This is an optimization exercise on Yosys and OpenROAD, whose aim is small area, a short achievable clock period and few clock cycles per item, not a production implementation. In this exercise RTL edits were held to simulation tests only and were not proved equivalent to the original.

## flow/design.v (module list and top-level ports; edited modules follow where they fit)
// module wosr_wave: 665 lines
// module wosr_fa: 10 lines
// module wosr_ha: 9 lines
// module wosr_mul_wg: 796 lines
// module wosr_add_wg: 519 lines
// module wosr_mul_819: 1038 lines
// module wosr_mul_x: 1482 lines
// module waveform_oscillator_soft_ramp_core: 1622 lines
module waveform_oscillator_soft_ramp_core (
  input  wire logic                 clk,
  input  wire logic                 rst,
  input  wire logic                 in_valid,
  output logic                      in_ready,
  input  wire logic signed [23:0]   in_left,
  input  wire logic signed [23:0]   in_right,
  input  wire logic                 in_block_start,
  input  wire logic                 in_soft_start,
  input  wire logic                 in_soft_stop,
  output logic                      out_valid,
  input  wire logic                 out_ready,
  output logic signed [23:0]        out_left,
  output logic signed [23:0]        out_right,
  output logic signed [15:0]        out_wave,
  input  wire logic                 cfg_valid,
  output logic                      cfg_ready,
  input  wire logic [1:0]           cfg_index,
  input  wire logic [wosr_pkg::FIELD_BITS-1:0] cfg_data
);
  // ...
==> flow/run.sh <==
#!/bin/bash
# synth_recipe.tcl (not shown) runs the flow's synth.tcl, then flattens the netlist and writes it again
# the make line also repeats each setting of config.mk as NAME=value (left out here)
make -C /OpenROAD-flow-scripts/flow DESIGN_CONFIG=/design/flow/config.mk WORK_HOME=/design/flow/orfs CLKGATE_MAP_FILE= SYNTH_SCRIPT=/design/flow/synth_recipe.tcl finish
==> flow/config.mk <==
export PLATFORM = sky130hd
export DESIGN_NAME = waveform_oscillator_soft_ramp_core
export DESIGN_NICKNAME = waveform_oscillator_soft_ramp_core
export VERILOG_FILES = /design/flow/design.v
export SDC_FILE = /design/flow/constraint.sdc
export NUM_CORES = 4
export LEC_CHECK = 0
export CAP_MARGIN = 20
export CORE_MARGIN = 2
export CORE_UTILIZATION = 40
export SLEW_MARGIN = 20
export SYNTH_HIERARCHICAL = 1
==> flow/constraint.sdc <==
create_clock -name core_clock -period 12.0 [get_ports {clk}]
set_input_delay 2.4000 -clock core_clock [delete_from_list [all_inputs] [get_ports {clk}]]
set_output_delay 2.4000 -clock core_clock [all_outputs]
set_load 0.01 [all_outputs]
==> impl_metrics.ini, run 1 <==
[global_routing]
use_met3_pct = 2.62
overflow = 0
grt_pass1_vias = 31000
grt_util_met1_pct = 26.2
grt_first_pass_wirelength_um = 177000
grt-busiest-layer = met2

[worst_hold_path]
hold_end = gain[3]$_SDFFE_PP0P_

[worst_setup_path]
cp.required_ps = 12410
cp_cell_sequence = buf_4, clkinv_1, ha_1, nand2_1, nand2_1, o21ai_0, nand2_1, o21ai_0, a21oi_1, and2_1, ha_1, fa_1, ha_1, nor2b_1, o2111ai_1, nand2_1, a21o_1, a21oi_1, fa_1, o21ai_0, a21oi_1, a21oi_1, o21ai_0
r2r_cells = 23
r2r-end = s1_wx[8]$_DFFE_PP_
crit_type = register to register
cp-startpoint = pa_qidx[3]$_SDFFE_PP0P_

[timing]
maxClockFrequency_ghz = 0.158
rsz0062_at_grt = no

[die]
initial_core_util_pct = 40.4
die_area_um2 = 113000
fp.dieW_um = 336

[logic_synthesis]
synth_top_area_share_pct = 26.0
synth_area_um2 = 44200
yosysTopAreaCell = edfxtp_1
yosys.area_share.xor_xnor_pct = 5.19
synth_top_family_by_area = adder cells

[place]
routabilityCongestion = 0.915
pre_cts_ws_ps = 5860

[layout]
nClkBuffers = 66
num-multi-input-gates = 3003
regArea_um2 = 13900
largest_cell_class = multi-input combinational cells
largest_reg_flops = 42
regMostFlops = s4_w819
n_all_buffers = 197

[route]
via_count = 30200
drc = 0
top_layer_used = met4

[outcome]
status = timing/DRC/antenna clean

[cts]
postCtsResizedCells = 0
worst_setup_hold_path_clk_slew_ps = 60
cts_buffers = 58
Testbench counts, summed over its fixed seeds: cycles 8,384, items 8,192.
==> inputs of run 2 (changes only) <==
--- a/flow/design.v
+++ b/flow/design.v
@@ -5904,17 +5904,30 @@
   assign ad_y666 = ad_p588 ^ ad_G622;
   assign ad_y667 = ad_p590 ^ ad_G648;
   assign pa_next = {ad_y225, ad_y224, ad_y223, ad_y222, ad_y221, ad_y220, ad_y219, ad_y218, ad_y217, ad_y216, ad_y215, ad_y214, ad_y213, ad_y212, ad_y211, ad_y210, ad_y209, ad_y208, ad_y207, ad_y206, ad_y205, ad_y204, ad_y203, ad_y202};
   assign q_f_sum = {ad_y331, ad_y330, ad_y329, ad_y328, ad_y327, ad_y326, ad_y325, ad_y324, ad_y323, ad_y322, ad_y321, ad_y320, ad_y319, ad_y318, ad_y317, ad_y316, ad_y315};
   assign hl_sum  = {ad_y443, ad_y442, ad_y441, ad_y440, ad_y439, ad_y438, ad_y437, ad_y436, ad_y435, ad_y434, ad_y433, ad_y432, ad_y431, ad_y430, ad_y429, ad_y428};
   assign hr_sum  = {ad_y555, ad_y554, ad_y553, ad_y552, ad_y551, ad_y550, ad_y549, ad_y548, ad_y547, ad_y546, ad_y545, ad_y544, ad_y543, ad_y542, ad_y541, ad_y540};
   assign gain3_next = {ad_y667, ad_y666, ad_y665, ad_y664, ad_y663, ad_y662, ad_y661, ad_y660, ad_y659, ad_y658, ad_y657, ad_y656, ad_y655, ad_y654, ad_y653, ad_y652, ad_y651, ad_y650};
   assign cfg_ready = 1'b1;
-  assign in_ready  = v4 && !skv;
+  logic        rdy;
+  logic        v4_nx, skv_nx;
+  assign in_ready  = rdy;
+  always_comb begin
+    v4_nx = v4;
+    if (flush)    v4_nx = 1'b0;
+    else if (ld4) v4_nx = v3;
+    skv_nx = skv;
+    if (skv) begin
+      if (e0_free) skv_nx = 1'b0;
+    end else if (acc && !e0_free) begin
+      skv_nx = 1'b1;
+    end
+  end
   assign acc       = in_valid && in_ready;
   assign flush     = cfg_valid;
   assign ld4       = !v4 || acc;
   assign ld3       = !v3 || ld4;
   assign ld2       = !v2 || ld3;
   assign ld1       = (!v1 || ld2) && !rw;
   assign mv        = e0v && (!out_valid || out_ready);
   assign e0_free   = !e0v || mv;
@@ -6071,16 +6084,17 @@
       kd         <= 9'b000110000;
       act        <= 1'b0;
       v1         <= 1'b0;
       v2         <= 1'b0;
       v3         <= 1'b0;
       v4         <= 1'b0;
       e0v        <= 1'b0;
       skv        <= 1'b0;
+      rdy        <= 1'b0;
       out_valid  <= 1'b0;
     end else begin
       if (cfg_valid) begin
         unique case (cfg_index)
           wosr_pkg::REG_WAVEFORM:   waveform   <= cfg_data[1:0];
           wosr_pkg::REG_PHASE_STEP: phase_step <= cfg_data;
           wosr_pkg::REG_GAIN:       gain       <= cfg_data[15:0];
           default: ;
@@ -6110,21 +6124,18 @@
       end
       if (acc) begin
         hi  <= e_hi;
         act <= e_act;
         kp  <= n_kp;
         kd  <= kd_next;
       end
       if (e0_free) e0v <= skv || acc;
-      if (skv) begin
-        if (e0_free) skv <= 1'b0;
-      end else if (acc && !e0_free) begin
-        skv <= 1'b1;
-      end
+      skv <= skv_nx;
+      rdy <= v4_nx && !skv_nx;
       if (mv)             out_valid <= 1'b1;
       else if (out_ready) out_valid <= 1'b0;
     end
     gain3 <= gain3_next;
     if (ld1) begin
       s1_sx <= w_sx;
       s1_wx <= w_wx;
       s1_c  <= w_c;
==> flow/flow/run.sh (new file) <==
#!/bin/bash
# Standard layout with a larger setup margin for the repair steps (the clock
# period and constraints stay the design's), resizing not tied to the cell
# footprint, and plain buffers on the ports.
set -euo pipefail
export SETUP_SLACK_MARGIN=7.25
export BUFFER_PORTS_ARGS="-buffer_cell sky130_fd_sc_hd__buf_2"
bash standard.sh MATCH_CELL_FOOTPRINT=0 finish > standard.log 2>&1
==> flow/standard.sh (new file) <==
#!/bin/bash
# synth_recipe.tcl (not shown) runs the flow's synth.tcl, then flattens the netlist and writes it again
# the make line also repeats each setting of config.mk as NAME=value (left out here)
make -C /OpenROAD-flow-scripts/flow DESIGN_CONFIG=/design/flow/config.mk WORK_HOME=/design/flow/orfs CLKGATE_MAP_FILE= SYNTH_SCRIPT=/design/flow/synth_recipe.tcl "${@:-finish}"
==> flow/config.mk (replaced) <==
export PLATFORM = sky130hd
export DESIGN_NAME = waveform_oscillator_soft_ramp_core
export DESIGN_NICKNAME = waveform_oscillator_soft_ramp_core
export VERILOG_FILES = /design/flow/design.v
export SDC_FILE = /design/flow/constraint.sdc
export NUM_CORES = 4
export LEC_CHECK = 0
export ABC_AREA = 1
export CAP_MARGIN = 20
export CORE_MARGIN = 2
export CORE_UTILIZATION = 40
export SLEW_MARGIN = 20
export SYNTH_HIERARCHICAL = 1
removed: flow/run.sh
==> run 2 against run 1 <==
Still clean. Clock-buffer cell count is 5 higher. Register-to-register slack improved by 1700 ps.
==> impl_metrics.ini, run 2 <==
[outcome]
status = timing/DRC/antenna clean

[global_routing]
grt_first_pass_wirelength_um = 190000
track_usage_pct = 20.1
grt_antenna_before_repair = 2
grt_max_degree = 76
overflow = 0
grt_pass1_vias = 34500

[route]
routed_wl_um = 120000
drc = 0
met2_length_um = 55600
vias_per_cell = 5.31
top_layer_used = met5
met1_length_um = 53100
first_pass_iters = 6
dr_wl_met3_um = 8120
drt_iter0_markers = 3371
wl_per_cell_um = 18.0
via_count = 35300
final_antenna_net_count = 0

[timing]
maxClockFrequency_ghz = 0.215
slew_viol_final = 0
setup_viol = 0
fin_crit_sh_pct = 38.7
worst_slack_ps = 7360
tightest_slew_ps = 972
finalClockSkew_ps = 51.9
timing.slew.headroom_pct = 35.0
fin_crit_ps = 4640
final.setup.tns_ps = 0
hold_ws_ps = 463
hold_viol = 0
rsz0062_at_grt = yes

[logic_synthesis]
synth_area_leaders = edfxtp_1 (25%), fa_1 (16%), nand2_1 (9.0%), ha_1 (8.3%), nand3_1 (6.1%)
yosysSeqAreaShare_pct = 30.1
yosysTopAreaCell = edfxtp_1
synth_flop_cell = edfxtp_1
synth_top_area_share_pct = 24.9
ys_top_cells_by_count = nand2_1 (1100), nand3_1 (564), inv_1 (496), edfxtp_1 (382), fa_1 (378)
synth_seq_cells = 502
synth.most_common_cell = nand2_1
ys_types = 68
postSynthAreaPerCell_um2 = 8.87
postSynthCellCount = 5193
async_flop_share_pct = 0
synth_area_um2 = 46100
yosys_warnings = 8
synth_edf_count = 382

[die]
io_pins = 149
rows = 124
initial_core_util_pct = 40.3
fp.dieW_um = 343
die_area_um2 = 118000
core-area_um2 = 114000
die_y_um = 343

[cts]
worst_setup_hold_path_clk_slew_ps = 60
clk_path_buf_depth = 3
cts_num_sinks = 502
cts-htree-levels = 2
clk_latency_ps = 670
cts_tree = yes
hold_buffers = 0
cts_buffers = 59
cts_root_buffer = clkbuf_16

[place]
dpl.hpwl_um = 84400
placed_cell_area_um2 = 46200
routabilityCongestion = 0.927
numPortBuffers = 147
dp_cells = 6491
pre_cts_ws_ps = 5960

[job]
drv_cap = 0

[layout]
nets = 5842
area_growth_pct = 6.66
layout_common_cells = nand2_1 (1087), nand3_1 (563), inv_1 (484)
final_cells = 6639
design_area_um2 = 49100
final_common_cell = nand2_1
layout-drive-gt1-share_pct = 12.7
largest_reg_flops = 42
regMostFlops = s4_w819
fin_util_pct = 43.0

[worst_setup_path]
cp_cell_sequence = buf_12, clkinvlp_4, ha_4, nand2_1, o21ai_0, a21oi_1, o211ai_1, ha_1, fa_1, inv_1, fa_2, inv_1, nand3_1, nand2_2, nand2_1, nand2_1, inv_1, fa_1, xnor2_2, nand2_1, o211ai_1, o211ai_1
slowest_stage = fa_1
end_kind = register
cp_top_family = adder cells
r2r_slack_ps = 7360
crit_buf_inv = 5
cp.arrival_ps = 5050
cp.required_ps = 12400
cp_max_fo = 6
r2r-start = pa_qidx[2]$_SDFFE_PP0P_
r2r-end = s1_wx[9]$_DFFE_PP_
cpMostUsedCell = nand2_1
cp-start-kind = register
slowest_delay_ps = 530
crit_type = register to register
r2r_cells = 22

[worst_hold_path]
min_path_cells = 2
hold_end = gain[15]$_SDFFE_PP1P_
hp-start = gain[15]$_SDFFE_PP1P_
min_path_type = register to register
==> run 2: worst max-delay path by stage <==
| stage | startpoint | end | slack [ps] | cells past startpoint |
|---|---|---|---|---|
| 2_1_floorplan | out_ready | sk_l[0]$_DFFE_PP_ | 6160 | 5 |
| 3_5_place_dp | in_valid | pa_qidx[1]$_SDFFE_PP0P_ | 5960 | 13 |
| 5_1_grt | pa_qidx[3]$_SDFFE_PP0P_ | s1_wx[9]$_DFFE_PP_ | 7140 | 22 |
| 4_1_cts | pa_qidx[2]$_SDFFE_PP0P_ | s1_wx[8]$_DFFE_PP_ | 7250 | 22 |
| 3_3_place_gp | in_valid | pa_qidx[1]$_SDFFE_PP0P_ | 5770 | 13 |
| 6_report | pa_qidx[2]$_SDFFE_PP0P_ | s1_wx[9]$_DFFE_PP_ | 7360 | 22 |
==> run 2: layout make-up <==
type | count | area, um2
Timing Repair inverter | 2 | 15.0
Timing Repair Buffer | 245 | 1680
Multi-Input combinational cell | 3730 | 27500
Inverter | 536 | 2140
Clock buffer | 71 | 1580
Clock inverter | 40 | 484
Tap cell | 1512 | 1890
Fill cell | 11200 | 65200
Antenna cell | 1 | 2.50
Sequential cell | 502 | 13900
==> run 2: kinds of logic (layout without fill, tap and decap cells) <==
logic type      count (synthesis)  after routing  share of synthesized area (%)
simple gates                 2136           2136                           20.9
buf+inv                       962            894                           11.2
compound gates                700            700                           9.05
fa+ha+maj                     684            684                           24.7
flops                         502            502                           30.1
xor+xnor                      207            207                           3.94
other cells                     2              4                         0.0163
==> run 2: repair_timing <==
action                     CTS  global route
setup buffers               13            16
pin swaps                    2            15
cloned                       2             5
resized for setup           43           103
setup endpoints to repair   62            65
==> run 2: worst min-delay path: stages (launching register included) <==
cell and delay (ps):
dfxtp_1 330, nand2_1 60, nand3_1 50
==> run 2: modules after synthesis (local to each module, per instance), excerpt <==
module                              times used  cells  area (um2)  flops+latches
wosr_mul_x                                   1    712        4250              0
wosr_ha                                     73      1        12.5              0
wosr_wave                                    1    620        3350              0
waveform_oscillator_soft_ramp_core           1   1893       21300            502
wosr_mul_wg                                  1    814        5100              0
wosr_add_wg                                  1    340        1920              0
==> run 2: routing by layer <==
layer,vias to the layer above,track usage [%]
met3,198,2.77
met4,2,5.09
met5,-,0
met1,16800,27.8
li1,16900,-
met2,1309,33.1
Testbench counts of run 2, summed over its fixed seeds: cycles 8,384, items 8,192.
==> inputs of run 3 (changes only) <==
==> flow/flow/run.sh (replaced) <==
#!/bin/bash
# Standard layout with a larger setup margin for the repair steps (the clock
# period and constraints stay the design's), resizing not tied to the cell
# footprint, and plain buffers on the ports.
set -euo pipefail
export SETUP_SLACK_MARGIN=7.5
export BUFFER_PORTS_ARGS="-buffer_cell sky130_fd_sc_hd__buf_2"
bash standard.sh MATCH_CELL_FOOTPRINT=0 finish > standard.log 2>&1
==> run 3 against run 2 <==
Critical endpoint is now e0_q[2]$_DFFE_PN_. Critical path depth down 3. Sequential cell count unchanged. Design area up 3.5%. Core utilization up 1.5 points. Still clean on timing, DRC and antenna.
==> impl_metrics.ini, run 3 <==
[outcome]
status = timing/DRC/antenna clean

[route]
routed_wl_um = 125000
wl_per_cell_um = 18.6
final_antenna_net_count = 0
first_pass_iters = 9
drt_iter0_markers = 2930
via_count = 35900
vias_per_cell = 5.34
drc = 0

[die]
die_area_um2 = 118000
die_y_um = 343
initial_core_util_pct = 40.3
fp.dieW_um = 343
core-area_um2 = 114000
io_pins = 149
rows = 124

[cts]
cts_buffers = 61
clk_path_buf_depth = 3
cts_root_buffer = clkbuf_16
cts_tree = yes
clk_latency_ps = 690
cts-htree-levels = 2
hold_buffers = 0
worst_setup_hold_path_clk_slew_ps = 70
cts_num_sinks = 502

[logic_synthesis]
async_flop_share_pct = 0
yosysSeqAreaShare_pct = 30.1
postSynthAreaPerCell_um2 = 8.87
synth_area_leaders = edfxtp_1 (25%), fa_1 (16%), nand2_1 (9.0%), ha_1 (8.3%), nand3_1 (6.1%)
synth.most_common_cell = nand2_1
synth_seq_cells = 502
yosys_warnings = 8
synth_top_area_share_pct = 24.9
synth_area_um2 = 46100
postSynthCellCount = 5193
synth_edf_count = 382
yosysTopAreaCell = edfxtp_1
ys_top_cells_by_count = nand2_1 (1100), nand3_1 (564), inv_1 (496), edfxtp_1 (382), fa_1 (378)
synth_flop_cell = edfxtp_1
ys_types = 68

[worst_setup_path]
cp.required_ps = 12420
crit_type = register to register
slowest_stage = fa_1
cp.arrival_ps = 5010
crit_buf_inv = 3
cp_top_family = adder cells
cp_max_fo = 5
cp_cell_sequence = clkinvlp_4, buf_12, clkbuf_16, o22ai_2, xor2_1, ha_1, fa_1, fa_1, ha_4, nand2_1, nor2_4, nand3_2, nor4_4, nand2_2, nand2_4, fa_2, a22o_1, nand2_1, nand2_1
cpMostUsedCell = nand2_1
cp-start-kind = register
slowest_delay_ps = 510
end_kind = register

[global_routing]
grt_first_pass_wirelength_um = 195000
grt_max_degree = 72
grt_antenna_before_repair = 1
track_usage_pct = 20.6
grt_pass1_vias = 34900
overflow = 0

[layout]
multi_input_area_um2 = 28300
design_area_um2 = 50800
final_common_cell = nand2_1
regArea_um2 = 13900
regMostFlops = s4_w819
layout-drive-gt1-share_pct = 16.9
fillCellCount = 11000
largest_reg_flops = 42
nets = 5936
area_growth_pct = 10.4
layout_common_cells = nand2_1 (1052), nand3_1 (551), inv_1 (468)
fin_util_pct = 44.5

[job]
drv_cap = 0

[place]
numPortBuffers = 147
dpl.hpwl_um = 85500
pre_cts_ws_ps = 6190
placed_cell_area_um2 = 46200
routabilityCongestion = 0.906

[timing]
fin_crit_sh_pct = 38.3
maxClockFrequency_ghz = 0.218
rsz0062_at_grt = yes
tightest_slew_ps = 1160
timing.slew.headroom_pct = 22.2
worst_slack_ps = 7410
fin_crit_ps = 4590
slew_viol_final = 0
hold_viol = 0
final.setup.tns_ps = 0
finalClockSkew_ps = 44.7
setup_viol = 0

[worst_hold_path]
min_path_type = register to register
==> run 3: area by class of cell <==
type / instances / share of cell area [%]
clock buffer: 72 / 3.19
timing repair inverter: 2 / 0.0295
multi-input combinational: 3733 / 55.6
antenna: 1 / 0.00492
sequential: 502 / 27.4
clock inverter: 36 / 0.719
inverter: 536 / 4.25
tap: 1512 / 3.72
timing repair buffer: 334 / 5.08
==> run 3: kinds of logic after synthesis <==
kind of cell               after synthesis  synth area share, %
and+or+nand+nor                       2136                 20.9
buffers and inverters                  962                 11.2
AOI/OAI and AO/OA                      700                 9.05
adders and majority gates              684                 24.7
DFF                                    502                 30.1
xor gates and xnor gates               207                 3.94
other                                    2               0.0163
==> run 3: modules after synthesis, one instance, submodules excluded <==
module | cells | times used | cell area, um2 | flops+latches
waveform_oscillator_soft_ramp_core | 1893 | 1 | 21300 | 502
wosr_mul_wg | 814 | 1 | 5100 | 0
wosr_mul_x | 712 | 1 | 4250 | 0
wosr_wave | 620 | 1 | 3350 | 0
wosr_mul_819 | 401 | 1 | 2440 | 0
wosr_add_wg | 340 | 1 | 1920 | 0
wosr_fa | 1 | 340 | 20.0 | 0
wosr_ha | 1 | 73 | 12.5 | 0
==> run 3: per-stage QoR <==
stage	hold slack, ps	instances
after floorplan	365	5194
after global placement	485	6487
after detailed placement	495	6487
after CTS	506	6632
after global routing	526	6728
final	503	6728
==> run 3: path summary, 6_finish.rpt <==
kind	from	end	slack [ps]	depth (start not counted)
hold / removal	kd[1]$_SDFFE_PP0P_	kd[1]$_SDFFE_PP0P_	500	2
setup reg to reg	kd[0]$_SDFFE_PP0P_	e0_q[2]$_DFFE_PN_	7410	19
hold reg to reg	kd[1]$_SDFFE_PP0P_	kd[1]$_SDFFE_PP0P_	500	2
setup / recovery	kd[0]$_SDFFE_PP0P_	e0_q[2]$_DFFE_PN_	7410	19
==> run 3: worst min-delay path, delay by kind of cell, from the launching register on <==
kind,cells,cell delay (ps)
and+or+nand+nor,1,60
AOI/OAI and AO/OA,1,60
DFF,1,340
==> run 3: per-layer routing <==
layer | part of all wire, % | GRT usage [%] | vias to the layer above
met2 | 46 | 33.7 | 1374
met3 | 7.0 | 2.88 | 269
met5 | 0 | 0 | -
li1 | - | - | 17100
met4 | 3.3 | 7.11 | 0
met1 | 43 | 28.1 | 17200
==> run 3: repair_timing <==
item | 4_1_cts | 5_1_grt
buffers inserted | 26 | 85
setup endpoints to repair | 75 | 118
gates cloned | 11 | 10
gates resized for setup | 147 | 188
pin swaps | 49 | 93
==> inputs of run 4 (changes only) <==
==> flow/flow/run.sh (replaced) <==
#!/bin/bash
# Standard layout with a larger setup margin for the repair steps (the clock
# period and constraints stay the design's), resizing not tied to the cell
# footprint, and plain buffers on the ports.
set -euo pipefail
export SETUP_SLACK_MARGIN=7.25
export BUFFER_PORTS_ARGS="-buffer_cell sky130_fd_sc_hd__buf_2"
bash standard.sh MATCH_CELL_FOOTPRINT=0 finish > standard.log 2>&1
--- a/flow/config.mk
+++ b/flow/config.mk
@@ -8,6 +8,6 @@
 export ABC_AREA = 1
 export CAP_MARGIN = 20
 export CORE_MARGIN = 2
-export CORE_UTILIZATION = 40
+export CORE_UTILIZATION = 55
 export SLEW_MARGIN = 20
 export SYNTH_HIERARCHICAL = 1
==> run 4 against run 3 <==
Clock-buffer cell count decreased by 3. Core utilization increased by 14 points. Sequential cell count unchanged. Cell count decreased by 7.8%. Largest cell class unchanged. Highest routed layer is now met5.
==> impl_metrics.ini, run 4 <==
[worst_hold_path]
min_path_type = register to register
hold_end = kd[1]$_SDFFE_PP0P_
hp-start = kd[1]$_SDFFE_PP0P_
min_path_cells = 2

[die]
io_pins = 149
initial_core_util_pct = 55.3
fp.dieW_um = 293
rows = 106
die_area_um2 = 86100
die_y_um = 293
core-area_um2 = 83300

[worst_setup_path]
cp.arrival_ps = 5030
r2r-start = kd[2]$_SDFFE_PP0P_
cp_cell_sequence = inv_2, buf_12, o22ai_2, xor2_1, fa_1, fa_1, fa_1, ha_4, nand3_1, nor4_1, nand2_1, nand2_4, fa_1, a22o_1, nand2_1, nand2_1
cp_max_fo = 21
cp_top_family = adder cells
crit_type = register to register
slowest_delay_ps = 530
r2r_cells = 16
slowest_stage = fa_1
r2r_slack_ps = 7380
end_kind = register
crit_buf_inv = 2
critical_path_depth = 16
cpMostUsedCell = fa_1
cp-start-kind = register
cp.required_ps = 12410
r2r-end = e0_q[2]$_DFFE_PN_

[logic_synthesis]
synth_edf_count = 382
yosys_warnings = 8
synth_flop_cell = edfxtp_1
yosysTopAreaCell = edfxtp_1
postSynthAreaPerCell_um2 = 8.87
postSynthCellCount = 5193
ys_types = 68
yosysSeqAreaShare_pct = 30.1
synth_area_leaders = edfxtp_1 (25%), fa_1 (16%), nand2_1 (9.0%), ha_1 (8.3%), nand3_1 (6.1%)
synth.most_common_cell = nand2_1
async_flop_share_pct = 0
synth_seq_cells = 502
ys_top_cells_by_count = nand2_1 (1100), nand3_1 (564), inv_1 (496), edfxtp_1 (382), fa_1 (378)
synth_top_area_share_pct = 24.9
synth_area_um2 = 46100

[timing]
rsz0062_at_grt = yes
setup_viol = 0
hold_ws_ps = 485
fin_crit_ps = 4620
maxClockFrequency_ghz = 0.216
fin_crit_sh_pct = 38.5
hold_viol = 0
tightest_slew_ps = 1190
worst_slack_ps = 7380
timing.slew.headroom_pct = 20.5
final.setup.tns_ps = 0
finalClockSkew_ps = 76.0
slew_viol_final = 0

[global_routing]
grt_antenna_before_repair = 4
grt_pass1_vias = 34600
grt_first_pass_wirelength_um = 194000
track_usage_pct = 28.4
grt_max_degree = 69
overflow = 0

[job]
drv_cap = 0

[route]
wl_per_cell_um = 19.8
drc = 0
drt_iter0_markers = 2897
vias_per_cell = 5.70
via_count = 35400
final_antenna_net_count = 0
first_pass_iters = 6
routed_wl_um = 123000

[place]
dp_cells = 6054
pre_cts_ws_ps = 6140
dpl.hpwl_um = 88200
numPortBuffers = 147
routabilityCongestion = 0.929

[layout]
largest_reg_flops = 42
layout_common_cells = nand2_1 (1089), nand3_1 (563), inv_1 (480)
fillCellCount = 7528
area_growth_pct = 5.07
nets = 5840
regMostFlops = s4_w819
layout-drive-gt1-share_pct = 12.3
final_cells = 6202
final_common_cell = nand2_1

[cts]
hold_buffers = 0
clk_path_buf_depth = 3
cts-htree-levels = 2
cts_root_buffer = clkbuf_16
worst_setup_hold_path_clk_slew_ps = 60
clk_latency_ps = 670
cts_num_sinks = 502
cts_buffers = 57
cts_tree = yes

[outcome]
status = timing/DRC/antenna clean
==> run 4: worst min-delay path: stages (launching register included) <==
cell and delay [ps]:
dfxtp_2 330, nand2_1 60, a21oi_1 50
==> run 4: cells by family (layout without fill, tap and decap cells) <==
| logic type | after synthesis | after routing | share of synthesized area (%) |
|---|---|---|---|
| simple gates | 2136 | 2138 | 20.9 |
| buf+inv | 962 | 887 | 11.2 |
| compound gates | 700 | 700 | 9.05 |
| fa+ha+maj | 684 | 684 | 24.7 |
| flops | 502 | 502 | 30.1 |
| xor+xnor | 207 | 207 | 3.94 |
| other cells | 2 | 4 | 0.0163 |
==> run 4: repair_timing <==
action                                 CTS  global route
setup endpoints to repair               59            58
endpoints found under the hold margin    0             0
setup buffers                           13            19
cloned                                   3             6
resized for setup                       36            96
pin swaps                                3            12
==> run 4: Yosys stat by module (local to each module, per instance) <==
module	flip-flops and latches	copies in the design	cells
wosr_wave	0	1	620
wosr_mul_wg	0	1	814
wosr_mul_819	0	1	401
wosr_add_wg	0	1	340
wosr_ha	0	73	1
wosr_mul_x	0	1	712
waveform_oscillator_soft_ramp_core	502	1	1893
wosr_fa	0	340	1
==> run 4: final cells by class <==
cell class	count	area [um2]	share of cell area, %
multi-input cells	3732	27400	56.5
flip-flops and latches	502	13900	28.7
inverters	536	2130	4.41
repair buffers	242	1690	3.49
clock buffers	69	1470	3.04
well taps	1080	1350	2.79
clock inverters	37	458	0.946
repair inverters	3	22.5	0.0465
diodes	1	2.50	0.00517
==> run 4: through the flow <==
step                util [%]  cell area, um2
floorplan                  -           46100
global placement        54.8           45600
detailed placement      54.8           45600
CTS                     57.4           47800
global route            58.1           48400
finish                  58.1           48400
==> run 4: how the worst max path moves through the flow <==
| stage | from | to | slack, ps |
|---|---|---|---|
| after floorplan | out_ready | sk_l[0]$_DFFE_PP_ | 6160 |
| after global placement | in_valid | pa_qidx[1]$_SDFFE_PP0P_ | 6210 |
| after detailed placement | in_valid | pa_qidx[1]$_SDFFE_PP0P_ | 6140 |
| after CTS | pa_qidx[1]$_SDFFE_PP0P_ | s1_wx[9]$_DFFE_PP_ | 7220 |
| after global routing | rw_n[0]$_SDFFE_PP0P_ | pa_peak$_SDFFE_PP0P_ | 7180 |
| final | kd[2]$_SDFFE_PP0P_ | e0_q[2]$_DFFE_PN_ | 7380 |
==> run 4: per-layer routing <==
metal  vias up  GRT usage (%)  routed length [um]
li1      16900              -                   -
met1     17000           38.8               52800
met2      1212           47.2               58600
met3       208           4.28                8460
met4         4           7.63                3120
met5         -              0                  34
==> inputs of run 5 (changes only) <==
--- a/flow/config.mk
+++ b/flow/config.mk
@@ -8,6 +8,6 @@
 export ABC_AREA = 1
 export CAP_MARGIN = 20
 export CORE_MARGIN = 2
-export CORE_UTILIZATION = 55
+export CORE_UTILIZATION = 65
 export SLEW_MARGIN = 20
 export SYNTH_HIERARCHICAL = 1
==> run 5 against run 4 <==
Still clean on timing, DRC and antenna. Worst setup slack got worse by 5.8 ps. Maximum frequency decreased by 0.13%. Synthesized cell count unchanged. Clock-buffer cell count decreased by 6. Cell count decreased by 2.1%. Highest routed layer unchanged.
==> impl_metrics.ini, run 5 <==
[cts]
cts_tree = yes
cts_buffers = 55
cts_num_sinks = 502
cts-htree-levels = 2
clk_path_buf_depth = 3
worst_setup_hold_path_clk_slew_ps = 60
cts_root_buffer = clkbuf_16
clk_latency_ps = 670

[worst_setup_path]
cp-start-kind = register
cp.required_ps = 12380
cp_max_fo = 20
end_kind = register
crit_type = register to register
cp.arrival_ps = 5010

[logic_synthesis]
yosysSeqAreaShare_pct = 30.1
synth_seq_cells = 502
ys_top_cells_by_count = nand2_1 (1100), nand3_1 (564), inv_1 (496), edfxtp_1 (382), fa_1 (378)
synth_mux_area_share_pct = 0
yosysTopAreaCell = edfxtp_1
async_flop_share_pct = 0
synth.most_common_cell = nand2_1
synth_edf_count = 382
yosys.area_share.adder_pct = 24.7
postSynthCellCount = 5193
postSynthAreaPerCell_um2 = 8.87
synth-simple-area-share_pct = 20.9
synth_flop_cell = edfxtp_1
ys_types = 68
yosys.area_share.xor_xnor_pct = 3.94
synth_top_area_share_pct = 24.9
synth-compound-area-share_pct = 9.05
yosys_warnings = 8
synth_top_family_by_area = adder cells
synth_area_um2 = 46100
synth_area_leaders = edfxtp_1 (25%), fa_1 (16%), nand2_1 (9.0%), ha_1 (8.3%), nand3_1 (6.1%)

[timing]
finalClockSkew_ps = 77.4
tightest_slew_ps = 1180
setup_viol = 0
fin_crit_ps = 4630
rsz0062_at_grt = yes
hold_ws_ps = 486
hold_viol = 0
fin_crit_sh_pct = 38.6
maxClockFrequency_ghz = 0.216
slew_viol_final = 0
final.setup.tns_ps = 0
timing.slew.headroom_pct = 21.5

[route]
via_count = 35700
first_pass_iters = 9
top_layer_used = met5
met1_length_um = 49600
routed_wl_um = 118000
drc = 0
drt_iter0_markers = 3420
dr_wl_met3_um = 9110
final_antenna_net_count = 0
met2_length_um = 55800
vias_per_cell = 5.88
wl_per_cell_um = 19.4

[job]
drv_cap = 0

[place]
dp_cells = 5911
numPortBuffers = 147
routabilityCongestion = 0.950
dpl.hpwl_um = 83500

[die]
fp.dieW_um = 270
core-area_um2 = 70100
initial_core_util_pct = 65.7
die_area_um2 = 73000
rows = 97
die_y_um = 270
io_pins = 149

[global_routing]
grt_antenna_before_repair = 3
grt_pass1_vias = 34300
grt_max_degree = 72
overflow = 0
grt_first_pass_wirelength_um = 189000
track_usage_pct = 32.2

[layout]
nets = 5851
final_common_cell = nand2_1
layout_common_cells = nand2_1 (1090), nand3_1 (562), inv_1 (485)
area_growth_pct = 4.69
final_cells = 6074
largest_reg_flops = 42
regMostFlops = s4_w819
layout-drive-gt1-share_pct = 12.5

[worst_hold_path]
min_path_type = register to register

[outcome]
status = timing/DRC/antenna clean
-- run 5: cell counts after synthesis --
Identical to the previous run, type by type.
-- run 5: cell type report --
| cell class | instances | area (um2) |
|---|---|---|
| inverter | 536 | 2120 |
| tap | 940 | 1180 |
| clock inverter | 41 | 438 |
| antenna | 2 | 5.00 |
| clock buffer | 63 | 1420 |
| multi-input combinational | 3731 | 27300 |
| timing repair inverter | 2 | 15.0 |
| timing repair buffer | 257 | 1820 |
| sequential | 502 | 13900 |
| fill | 5760 | 21900 |
-- run 5: cells by family after synthesis --
family,Yosys count
other,2
AO/OA/AOI/OAI,700
buffers and inverters,962
flip-flops,502
adder cells (fa/ha/maj),684
XOR/XNOR,207
AND/OR/NAND/NOR,2136
-- run 5: routing by layer --
layer	vias to the layer above	track usage [%]
met5	-	0
met4	2	9.68
met3	268	5.54
met2	1486	52.7
met1	17100	44.2
li1	16900	-
-- run 5: path summary, 6_finish.rpt --
kind | startpoint | cells after the start | slack (ps) | to
setup reg to reg | pa_qidx[2]$_SDFFE_PP0P_ | 24 | 7370 | s1_wx[12]$_DFFE_PP_
hold reg to reg | sk_r[6]$_DFFE_PP_ | 2 | 490 | e0_r[6]$_DFFE_PN_
hold / removal | sk_r[6]$_DFFE_PP_ | 2 | 490 | e0_r[6]$_DFFE_PN_
setup / recovery | pa_qidx[2]$_SDFFE_PP0P_ | 24 | 7370 | s1_wx[12]$_DFFE_PP_
-- run 5: timing repair --
action,in CTS,in global routing
hold buffers,0,0
buffers inserted,8,45
pin swaps,2,7
gates resized for setup,35,69
endpoints found under the setup margin,74,76
cloned,1,3
-- run 5: metrics by stage --
| step | util (%) | setup slack (ps) | instance area [um2] |
|---|---|---|---|
| 2_1_floorplan | - | 6160 | 46100 |
| 3_3_place_gp | 64.7 | 6110 | 45400 |
| 3_5_place_dp | 64.7 | 5990 | 45400 |
| 4_1_cts | 67.7 | 7240 | 47500 |
| 5_1_grt | 68.7 | 7180 | 48200 |
| 6_report | 68.7 | 7370 | 48200 |
-- run 5: worst max-delay path, stage by stage (launching register included) --
cell	delay, ps
dfxtp_2	370
buf_8	200
ha_2	260
nor2_1	100
nor2_2	220
inv_1	80
o21ai_0	230
o221ai_1	150
o21ai_1	190
inv_1	100
ha_1	330
fa_1	500
ha_1	340
a21oi_1	190
nand2_2	90
nand2_1	60
nand2_1	70
a21oi_1	320
nor2_4	80
nand2_1	120
nand2_1	80
nand2_1	60
nand2_1	50
nand3_1	90
nand3_1	80
-- run 5: per-module statistics from Yosys, one instance, submodules excluded --
module / copies in the design / flip-flops and latches / cell area (um2) / cells inside
wosr_mul_wg: 1 / 0 / 5100 / 814
wosr_add_wg: 1 / 0 / 1920 / 340
waveform_oscillator_soft_ramp_core: 1 / 502 / 21300 / 1893
wosr_wave: 1 / 0 / 3350 / 620
wosr_mul_x: 1 / 0 / 4250 / 712
wosr_fa: 340 / 0 / 20.0 / 1
wosr_ha: 73 / 0 / 12.5 / 1
wosr_mul_819: 1 / 0 / 2440 / 401

port drivers added, routing unchanged:
The flow's constraints put no driver on any port. The routed layouts listed below were extracted and timed again, unchanged, in two steps.
Step 1 (the two cells are an assumption about what drives the block):
set clk [get_ports {clk}]
set_driving_cell -lib_cell sky130_fd_sc_hd__clkbuf_16 $clk
set_driving_cell -lib_cell sky130_fd_sc_hd__buf_2 [delete_from_list [all_inputs] $clk]
Step 2 times the ports against the registers' clock, not the clock port: input delays grow and output delays shrink by t, the midpoint of the rising clock arrivals with the driver on.
Three values: ideal ports, drivers, drivers and shift; two values: the first two.
| run | shift t [ns] | setup WS [ns] | worst setup path at the end | clock arrival spread, ns | slew at the worst register clock pin (ns) |
|---|---|---|---|---|---|
| run 1 | 0.698 | 5.675 / 5.675 / 5.675 | register to register | 0.077 / 0.077 | 0.07 / 0.07 |
| run 2 | 0.721 | 7.356 / 7.356 / 6.808 | input to register | 0.054 / 0.054 | 0.07 / 0.07 |
| run 3 | 0.733 | 7.406 / 7.406 / 7.233 | input to register | 0.046 / 0.046 | 0.07 / 0.07 |
| run 4 | 0.703 | 7.379 / 7.379 / 7.000 | input to register | 0.080 / 0.080 | 0.07 / 0.07 |
| run 5 | 0.693 | 7.373 / 7.373 / 6.992 | input to register | 0.082 / 0.083 | 0.07 / 0.07 |
After both steps setup and hold are still met in every run listed. The setup slack of run 2, which loses most, moves by 0.000 ns with the drivers and by -0.548 ns with both steps.
